This is an optimization exercise on Yosys and OpenROAD, whose aim is small area, a short achievable clock period and few clock cycles, not a production implementation. Power figures rest on the tool's default switching activity, not on a simulated workload.

## lpmr_top
module lpmr_top (
  input  logic       clk,
  input  logic       rst,
  input  logic       start,
  input  logic       req_type,
  input  logic       first,
  input  logic       last,
  input  logic [6:0] msg_len,
  input  logic [7:0] data_byte,
  input  logic [7:0] read_capacity,
  output logic       busy,
  output logic       result_valid,
  output logic [2:0] status,
  output logic [6:0] out_len,
  output logic [7:0] out_byte,
  output logic       byte_valid,
  output logic       last_out
);
For scale: about 8400 cells after synthesis, about 4500 flip-flops, about 51 I/O pins, about 0.18 mm² of cells after synthesis.
Settings: LEC_CHECK=0, CAP_MARGIN=20, CORE_MARGIN=2, CORE_UTILIZATION=55, CTS_BUF_LIST=sky130_fd_sc_hd__clkbuf_16, CTS_CLUSTER_DIAMETER=60, CTS_CLUSTER_SIZE=22, SETUP_SLACK_MARGIN=5.0, SLEW_MARGIN=30; clock period 8.0 ns.
run.sh (not shown) runs the stock make flow with config.mk's settings and CLKGATE_MAP_FILE= SYNTH_SCRIPT=/design/flow/synth_recipe.tcl, a recipe that flattens the netlist after the stock synthesis.
Change:
--- a/flow/design.v
+++ b/flow/design.v
@@ -84,22 +84,21 @@
   logic [LW-1:0]  lc [KC];      
   logic [KW-1:0]  c_rd, c_rd1, c_wr;
   logic [KW:0]    c_cnt;
   logic [LW-1:0]  hlen;         
   logic           wopen, wref;
   logic [LW-1:0]  decl, brecv, brecv1;
   logic [LW-1:0]  rem;          
   logic           rem_nz, rem_gt1;
   logic [DW-1:0]  ctail, ctail1, ctail2, wptr, wptr1;
   logic [DW-1:0]  pcount;       
-  logic [1:0]     e_inc;        
-  logic [LW+1:0]  e_sub;        
+  logic [LW+1:0]  e_delta;      
   localparam int BSW = 6;
   localparam int BS  = 1 << BSW;
   localparam int NB  = (DN + BS - 1) / BS;
   logic [DW-1:0]  wq_addr_n;
   logic           wq_we_n;
   logic [NB-1:0]  wq_bank;
   logic [7:0]     wq_row, wq_col;
   logic [7:0]     wq_data_n;
   logic [NB-1:0][7:0] rb_q;     
   logic [DW-BSW-1:0] rab_q;     
@@ -301,22 +300,21 @@
       wopen        <= 1'b0;
       wref         <= 1'b0;
       decl         <= '0;
       brecv        <= '0;
       ctail        <= '0;
       ctail1       <= DW'(1);
       ctail2       <= DW'(2);
       wptr         <= '0;
       wptr1        <= DW'(1);
       pcount       <= '0;
-      e_inc        <= '0;
-      e_sub        <= '0;
+      e_delta      <= '0;
       wq_bank      <= '0;
       sw0_v        <= 1'b0;
       sw1_v        <= 1'b0;
       sw_land      <= 1'b0;
       w_slot       <= 1'b0;
       w_got        <= 1'b0;
       w_got2       <= 1'b0;
       q_h          <= '0;
       q_t          <= '0;
       q_cnt        <= '0;
@@ -366,24 +364,24 @@
       if (sw_issue) sw0_v <= sw1_v;
       if (sw_issue) sw1_v <= 1'b0;
       if (commit && !cacheable) begin
         if (!sw0_v || (sw_issue && !sw1_v)) sw0_v <= 1'b1;
         else                                sw1_v <= 1'b1;
       end
       w_slot <= w_go;
       w_got  <= w_slot;
       w_got2 <= w_got;
       ra     <= w_go ? wk : rptr_n;
-      e_inc   <= {1'b0, store} + {1'b0, slot_res};
-      e_sub   <= (LW+2)'(stream_rd) + (LW+2)'(consume && (hd_st == lpmr_pkg::ST_READ_OK)) +
+      e_delta <= (LW+2)'(store) + (LW+2)'(slot_res) - (LW+2)'(stream_rd) -
+                 (LW+2)'(consume && (hd_st == lpmr_pkg::ST_READ_OK)) -
                  ((discard && !wref) ? (LW+2)'(brecv) + (LW+2)'(1) : '0);
-      pcount  <= pcount + DW'(e_inc) - DW'(e_sub);
+      pcount  <= pcount + {{(DW-LW-2){e_delta[LW+1]}}, e_delta};
       if (push) q_t <= q_t + QW'(1);
       if (take && (q_cnt != '0)) q_h <= q_h + QW'(1);
       q_cnt <= q_cnt + (QW+1)'(push) - (QW+1)'(take && (q_cnt != '0));
       if (take) hd_v <= (q_cnt != '0);
       m_v  <= !hold && (s_act || consume);
       rptr <= rptr_n;
       if (!hold) begin
         if (s_act) begin
           if (s_last) s_act <= 1'b0;
         end else if (consume && hd_strm && !hd_one) begin
Effect: Critical path depth rises by 9. Die area goes down slightly. Worst hold slack barely changes. Sequential power climbs by a few percent. Routed wire length stays flat. Clock power barely changes. Via count hardly moves. Sequential share of layout area barely changes. Register-to-register slack degrades by 900 ps.
No run of this note included a check of the RTL's function; only the layout flow was run.

==> re-timing with driven ports <==
No port has a modelled driver above. Below, the same layouts with a new extraction and two added sets of constraints.
Step 1 assumes that a clkbuf_16 drives the clock port and a buf_2 every other input.
Step 2 adds t to the input delays and takes it off the output delays; t is the mean of the earliest and latest rising clock arrival at the registers after step 1. Input paths then give back, and output paths get back, about the clock's delay inside the block.
Three values: ideal ports, drivers, drivers and shift; two values: the first two.
run	t (ns)	slack for setup (ns)	worst hold slack (ns)	clock arrival spread, ns
the first run	1.030	4.802 / 4.802 / 4.494	0.328 / 0.328 / 0.328	0.049 / 0.049
the second run	1.034	3.901 / 3.901 / 3.901	0.329 / 0.329 / 0.329	0.049 / 0.049
After both steps setup and hold are still met in every run listed. For the first run, which loses most, drivers alone change the setup slack by 0.000 ns; drivers and shift together by -0.308 ns.
